What follows belongs to an exercise in optimizing a design on an open flow for small area and a short achievable clock period; a production flow would make more cautious choices. In this exercise RTL edits were held to simulation tests only and were not proved equivalent to the original. Power is estimated from default activity; no workload was simulated.

## run A
==> flow/design.v <==
`timescale 1ns/1ps
module readGroup3 (
    input  logic [2:0] select,
    input  logic [2:0] data,
    output logic       anyLow
);
    assign anyLow = !(|(select & data));
endmodule
module registerFile (
    input  logic        CLOCK,
    input  logic        RESET,
    input  logic [31:1] selectA,        
    input  logic [31:1] selectB,
    input  logic        writeEnable,    
    input  logic [4:0]  writeIndex,
    input  logic [31:0] writeData,
    output logic [31:0] readDataA,
    output logic [31:0] readDataB
);
    logic [31:0] registers [1:31];
    logic [31:0] loadData;
    logic [31:1] load;
    assign loadData = RESET ? 32'b0 : writeData;
    always_comb
        for (int i = 1; i < 32; i++)
            load[i] = RESET || (writeEnable && writeIndex == 5'(i));
    always_ff @(posedge CLOCK)
        for (int i = 1; i < 32; i++)
            if (load[i])
                registers[i] <= loadData;
    for (genvar b = 0; b < 32; b++)
    begin : g_bit
        logic [9:0] lowA, lowB;
        for (genvar k = 0; k < 10; k++)
        begin : g_group
            readGroup3 i_a (.select(selectA[3*k+3:3*k+1]),
                            .data({registers[3*k+3][b], registers[3*k+2][b], registers[3*k+1][b]}),
                            .anyLow(lowA[k]));
            readGroup3 i_b (.select(selectB[3*k+3:3*k+1]),
                            .data({registers[3*k+3][b], registers[3*k+2][b], registers[3*k+1][b]}),
                            .anyLow(lowB[k]));
        end
        assign readDataA[b] = !(&lowA) || (selectA[31] && registers[31][b]);
        assign readDataB[b] = !(&lowB) || (selectB[31] && registers[31][b]);
    end
endmodule
`timescale 1ns/1ps
module mipsPipeline #(
    parameter logic [31:0] resetAddress = 32'h0000_0000
) (
    input  logic        CLOCK,
    input  logic        RESET,
    input  logic [31:0] instrData,
    input  logic [31:0] dataReadData,
    output logic [31:0] instrAddress,
    output logic [31:0] dataAddress,
    output logic [31:0] dataWriteData,
    output logic        dataWrite,
    output logic        regWriteEnable,
    output logic [4:0]  regWriteIndex,
    output logic [31:0] regWriteData
);
    logic [31:0] programCounter;
    logic [31:2] nextSequential;
    logic        redirect;
    logic [31:2] targetExecute;      
    assign nextSequential = programCounter[31:2] + 30'd1;
    always_ff @(posedge CLOCK)
    begin
        if (RESET)
            programCounter <= resetAddress;
        else if (redirect)
            programCounter[31:2] <= targetExecute;
        else
            programCounter[31:2] <= nextSequential;
    end
    assign instrAddress = programCounter;
    logic [31:0] instrDecode;
    logic        validDecode;
    logic [31:1] selectADecode, selectBDecode;    
    logic [16:0] targetLowDecode;
    always_ff @(posedge CLOCK)
    begin
        validDecode <= !(RESET || redirect);
        instrDecode <= instrData;
        targetLowDecode <= {1'b0, nextSequential[17:2]} + {1'b0, instrData[15:0]};
        for (int i = 1; i < 32; i++)
        begin
            selectADecode[i] <= (instrData[25:21] == 5'(i));
            selectBDecode[i] <= (instrData[20:16] == 5'(i));
        end
    end
    logic [5:0] opcode, funct;
    logic [4:0] rs, rt, rd;
    assign opcode = instrDecode[31:26];
    assign rs = instrDecode[25:21];
    assign rt = instrDecode[20:16];
    assign rd = instrDecode[15:11];
    assign funct = instrDecode[5:0];
    logic isRType, isAddImm, isLoad, isStore, isAndi, isOri, isXori;
    logic isBeq, isBne, isJump;
    logic fnAdd, fnSub, fnAnd, fnOr, fnXor, fnNor, fnSlt, fnSll, fnSrl, fnSra;
    assign isRType  = (opcode == 6'b000000);
    assign isJump   = (opcode == 6'b000010);
    assign isBeq    = (opcode == 6'b000100);
    assign isBne    = (opcode == 6'b000101);
    assign isAddImm = (opcode == 6'b001000) || (opcode == 6'b001001);
    assign isAndi   = (opcode == 6'b001100);
    assign isOri    = (opcode == 6'b001101);
    assign isXori   = (opcode == 6'b001110);
    assign isLoad   = (opcode == 6'b100011);
    assign isStore  = (opcode == 6'b101011);
    assign fnAdd = isRType && (funct == 6'b100000 || funct == 6'b100001);
    assign fnSub = isRType && (funct == 6'b100010 || funct == 6'b100011);
    assign fnAnd = isRType && (funct == 6'b100100);
    assign fnOr  = isRType && (funct == 6'b100101);
    assign fnXor = isRType && (funct == 6'b100110);
    assign fnNor = isRType && (funct == 6'b100111);
    assign fnSlt = isRType && (funct == 6'b101010);
    assign fnSll = isRType && (funct == 6'b000000);
    assign fnSrl = isRType && (funct == 6'b000010);
    assign fnSra = isRType && (funct == 6'b000011);
    logic rTypeKnown, immediateOp, regWrite;
    logic [4:0] destination;
    assign rTypeKnown = fnAdd || fnSub || fnAnd || fnOr || fnXor || fnNor ||
                        fnSlt || fnSll || fnSrl || fnSra;
    assign immediateOp = isAddImm || isAndi || isOri || isXori || isLoad;
    assign regWrite = rTypeKnown || immediateOp;
    assign destination = isRType ? rd : rt;
    logic [31:0] readDataA, readDataB;
    logic [31:0] writebackData, memoryResult;
    logic        regWriteMemory;
    logic [4:0]  writeIndexMemory;
    registerFile i_registerFile (
        .CLOCK(CLOCK),
        .RESET(RESET),
        .selectA(selectADecode),
        .selectB(selectBDecode),
        .writeEnable(regWriteMemory),
        .writeIndex(writeIndexMemory),
        .writeData(memoryResult),
        .readDataA(readDataA),
        .readDataB(readDataB)
    );
    logic [31:0] immediate, operandB;
    logic        zeroExtend, useImmediate, invertB;
    assign zeroExtend = isAndi || isOri || isXori;
    assign useImmediate = !isRType;
    assign invertB = fnSub || fnSlt;
    assign immediate = {{16{instrDecode[15] && !zeroExtend}}, instrDecode[15:0]};
    assign operandB = useImmediate ? immediate : (readDataB ^ {32{invertB}});
    logic [31:2] target, branchTarget;
    logic [31:18] highPlusOne, highMinusOne;
    always_comb
    begin
        for (int j = 0; j < 14; j++)
        begin
            highPlusOne[18 + j] = programCounter[18 + j] ^
                                  (&(programCounter[31:18] | (14'h3fff << j)));
            highMinusOne[18 + j] = programCounter[18 + j] ^
                                   !(|(programCounter[31:18] & ~(14'h3fff << j)));
        end
        branchTarget[17:2] = targetLowDecode[15:0];
        case ({targetLowDecode[16], instrDecode[15]})
            2'b10:   branchTarget[31:18] = highPlusOne;
            2'b01:   branchTarget[31:18] = highMinusOne;
            default: branchTarget[31:18] = programCounter[31:18];
        endcase
    end
    assign target = isJump ? {programCounter[31:28], instrDecode[25:0]} : branchTarget;
    logic        regWriteExecute, loadExecute, storeExecute;
    logic        branchExecute, branchOnEqualExecute, jumpExecute;
    logic        addExecute, subExecute, andExecute, orExecute, xorExecute, norExecute;
    logic        sltExecute, shiftExecute, sllExecute, arithExecute;
    logic [4:0]  shamtExecute, writeIndexExecute;
    logic [31:0] srcAExecute, operandBExecute, storeDataExecute;
    logic        takeBranch;
    always_ff @(posedge CLOCK)
    begin
        if (RESET || redirect || !validDecode)
        begin
            regWriteExecute <= 1'b0;
            loadExecute <= 1'b0;
            storeExecute <= 1'b0;
            branchExecute <= 1'b0;
            jumpExecute <= 1'b0;
        end
        else
        begin
            regWriteExecute <= regWrite && (destination != 5'd0);
            loadExecute <= isLoad;
            storeExecute <= isStore;
            branchExecute <= isBeq || isBne;
            jumpExecute <= isJump;
        end
        branchOnEqualExecute <= isBeq;
        addExecute <= isAddImm || isLoad || isStore || fnAdd || fnSub;
        subExecute <= fnSub || fnSlt;
        andExecute <= fnAnd || isAndi;
        orExecute  <= fnOr || isOri;
        xorExecute <= fnXor || isXori;
        norExecute <= fnNor;
        sltExecute <= fnSlt;
        shiftExecute <= fnSll || fnSrl || fnSra;
        sllExecute <= fnSll;
        arithExecute <= fnSra;
        shamtExecute <= instrDecode[10:6];
        writeIndexExecute <= destination;
        srcAExecute <= readDataA;
        operandBExecute <= operandB;
        storeDataExecute <= readDataB;
        if (!takeBranch)
            targetExecute <= target;
    end
    logic [32:0] sumCarry;
    logic [31:0] sum, logicResult, shiftInput, rightShift, shiftResult, otherResult;
    assign sumCarry = {srcAExecute, 1'b1} + {operandBExecute, subExecute};
    assign sum = sumCarry[32:1];
    always_comb
    begin
        logicResult = ({32{andExecute}} & (srcAExecute & operandBExecute)) |
                      ({32{orExecute}}  & (srcAExecute | operandBExecute)) |
                      ({32{xorExecute}} & (srcAExecute ^ operandBExecute)) |
                      ({32{norExecute}} & ~(srcAExecute | operandBExecute));
        for (int i = 0; i < 32; i++)
            shiftInput[i] = sllExecute ? operandBExecute[31 - i] : operandBExecute[i];
        rightShift = 32'($signed({arithExecute && shiftInput[31], shiftInput}) >>> shamtExecute);
        for (int i = 0; i < 32; i++)
            shiftResult[i] = sllExecute ? rightShift[31 - i] : rightShift[i];
        otherResult = logicResult | ({32{shiftExecute}} & shiftResult);
    end
    assign takeBranch = jumpExecute ||
                        (branchExecute && ((srcAExecute == storeDataExecute) == branchOnEqualExecute));
    logic        loadMemory, storeMemory, takeBranchMemory;
    logic        addMemory, sltMemory, signsDifferMemory, signAMemory;
    logic [31:0] sumMemory, otherMemory, storeDataMemory;
    logic        lessThan;
    always_ff @(posedge CLOCK)
    begin
        if (RESET || redirect)
        begin
            regWriteMemory <= 1'b0;
            loadMemory <= 1'b0;
            storeMemory <= 1'b0;
            takeBranchMemory <= 1'b0;
        end
        else
        begin
            regWriteMemory <= regWriteExecute;
            loadMemory <= loadExecute;
            storeMemory <= storeExecute;
            takeBranchMemory <= takeBranch;
        end
        writeIndexMemory <= writeIndexExecute;
        sumMemory <= sum;
        otherMemory <= otherResult;
        addMemory <= addExecute;
        sltMemory <= sltExecute;
        signsDifferMemory <= (srcAExecute[31] == operandBExecute[31]);
        signAMemory <= srcAExecute[31];
        storeDataMemory <= storeDataExecute;
    end
    assign redirect = takeBranchMemory;
    assign dataAddress = sumMemory;
    assign dataWriteData = storeDataMemory;
    assign dataWrite = storeMemory;
    assign lessThan = signsDifferMemory ? signAMemory : sumMemory[31];
    assign memoryResult = loadMemory ? dataReadData :
                          (({32{addMemory}} & sumMemory) | otherMemory |
                           {31'b0, sltMemory && lessThan});
    always_ff @(posedge CLOCK)
    begin
        if (RESET)
            regWriteEnable <= 1'b0;
        else
            regWriteEnable <= regWriteMemory;
        regWriteIndex <= writeIndexMemory;
        writebackData <= memoryResult;
    end
    assign regWriteData = writebackData;
endmodule
clock: 6.0 ns
lec_check: 0
cap_margin: 20
core_margin: 2
core_utilization: 40
place_density: 0.45
setup_slack_margin: 3.3
slew_margin: 20
synth_hierarchical: 1
tns_end_percent: 100
standard.sh (not shown) runs the stock make flow with config.mk's settings and CLKGATE_MAP_FILE= SYNTH_SCRIPT=/design/flow/synth_recipe.tcl, a recipe that flattens the netlist after the stock synthesis.
==> flow/flow/run.sh <==
#!/bin/bash
# The standard ORFS layout with three changes:
#  - ports are buffered with buf_2 instead of the default (a slow delay buffer),
#  - the resizer may swap cells across footprints,
#  - clock tree: clkbuf_16 root, clkbuf_8 elsewhere, smaller sink clusters,
#    no dummy loads.
set -euo pipefail
bash standard.sh finish \
    MATCH_CELL_FOOTPRINT=0 \
    "BUFFER_PORTS_ARGS=-buffer_cell sky130_fd_sc_hd__buf_2" \
    "CTS_ARGS=-sink_clustering_enable -repair_clock_nets -root_buf sky130_fd_sc_hd__clkbuf_16 -buf_list sky130_fd_sc_hd__clkbuf_8 -dont_use_dummy_load -sink_clustering_size 18 -sink_clustering_max_diameter 50" \
    > flow_make.log 2>&1
Run A: done, clean on timing, DRC and antenna
--- input diff run A..run D ---
--- a/flow/design.v
+++ b/flow/design.v
@@ -141,16 +141,16 @@
         .writeData(memoryResult),
         .readDataA(readDataA),
         .readDataB(readDataB)
     );
     logic [31:0] immediate, operandB;
-    logic        zeroExtend, useImmediate, invertB;
+    logic        zeroExtend, useImmediate, invertA;
     assign zeroExtend = isAndi || isOri || isXori;
     assign useImmediate = !isRType;
-    assign invertB = fnSub || fnSlt;
+    assign invertA = fnSub || fnSlt;
     assign immediate = {{16{instrDecode[15] && !zeroExtend}}, instrDecode[15:0]};
-    assign operandB = useImmediate ? immediate : (readDataB ^ {32{invertB}});
+    assign operandB = useImmediate ? immediate : readDataB;
     logic [31:2] target, branchTarget;
     logic [31:18] highPlusOne, highMinusOne;
     always_comb
     begin
         for (int j = 0; j < 14; j++)
@@ -204,20 +204,18 @@
         shiftExecute <= fnSll || fnSrl || fnSra;
         sllExecute <= fnSll;
         arithExecute <= fnSra;
         shamtExecute <= instrDecode[10:6];
         writeIndexExecute <= destination;
-        srcAExecute <= readDataA;
+        srcAExecute <= readDataA ^ {32{invertA}};
         operandBExecute <= operandB;
         storeDataExecute <= readDataB;
         if (!takeBranch)
             targetExecute <= target;
     end
-    logic [32:0] sumCarry;
     logic [31:0] sum, logicResult, shiftInput, rightShift, shiftResult, otherResult;
-    assign sumCarry = {srcAExecute, 1'b1} + {operandBExecute, subExecute};
-    assign sum = sumCarry[32:1];
+    assign sum = srcAExecute + operandBExecute;
     always_comb
     begin
         logicResult = ({32{andExecute}} & (srcAExecute & operandBExecute)) |
                       ({32{orExecute}}  & (srcAExecute | operandBExecute)) |
                       ({32{xorExecute}} & (srcAExecute ^ operandBExecute)) |
@@ -230,11 +228,11 @@
         otherResult = logicResult | ({32{shiftExecute}} & shiftResult);
     end
     assign takeBranch = jumpExecute ||
                         (branchExecute && ((srcAExecute == storeDataExecute) == branchOnEqualExecute));
     logic        loadMemory, storeMemory, takeBranchMemory;
-    logic        addMemory, sltMemory, signsDifferMemory, signAMemory;
+    logic        addMemory, subMemory, sltMemory, signsDifferMemory, signAMemory;
     logic [31:0] sumMemory, otherMemory, storeDataMemory;
     logic        lessThan;
     always_ff @(posedge CLOCK)
     begin
         if (RESET || redirect)
@@ -253,22 +251,23 @@
         end
         writeIndexMemory <= writeIndexExecute;
         sumMemory <= sum;
         otherMemory <= otherResult;
         addMemory <= addExecute;
+        subMemory <= subExecute;
         sltMemory <= sltExecute;
         signsDifferMemory <= (srcAExecute[31] == operandBExecute[31]);
-        signAMemory <= srcAExecute[31];
+        signAMemory <= !srcAExecute[31];
         storeDataMemory <= storeDataExecute;
     end
     assign redirect = takeBranchMemory;
     assign dataAddress = sumMemory;
     assign dataWriteData = storeDataMemory;
     assign dataWrite = storeMemory;
-    assign lessThan = signsDifferMemory ? signAMemory : sumMemory[31];
+    assign lessThan = signsDifferMemory ? signAMemory : !sumMemory[31];
     assign memoryResult = loadMemory ? dataReadData :
-                          (({32{addMemory}} & sumMemory) | otherMemory |
+                          (({32{addMemory}} & (sumMemory ^ {32{subMemory}})) | otherMemory |
                            {31'b0, sltMemory && lessThan});
     always_ff @(posedge CLOCK)
     begin
         if (RESET)
             regWriteEnable <= 1'b0;
Findings:
Relative to run A, time the final worst path needs with I/O delays and setup has gone down in run D.
Run D vs. run A: number of antenna violations at the first check in global routing climbed 8; worst-case setup margin in the final layout climbed 0.020 ns; via density per instance dropped about 0.6%; leakage dissipation climbed 0.13 nW.
Of run A and run D, the lower wire length belongs to run A.
Run D ends up with a layout overhead on the synthesized area that is 1.1 points lower than in run A.
Against run A, run D reports a largest fanout on the critical path that is lower.

port drivers added, routing unchanged:
No port has a modelled driver above. Below, the same layouts with a new extraction and two added sets of constraints. Step 1 assumes that a clkbuf_16 drives the clock port and a buf_2 every other input. Step 2 times the ports against the registers' clock, not the clock port: input delays grow and output delays shrink by t, the midpoint of the rising clock arrivals with the driver on. a / b / c = no drivers / after step 1 / after step 2; a / b = the first two.
run	t (ns)	setup WS [ns]	worst setup path after step 2
run A	0.826	3.216 / 3.216 / 2.429	input to register
run D	0.815	3.236 / 3.236 / 2.680	input to register
After both steps every run listed still meets setup and hold. For run A, which loses most, drivers alone change the setup slack by 0.000 ns; drivers and shift together by -0.787 ns.
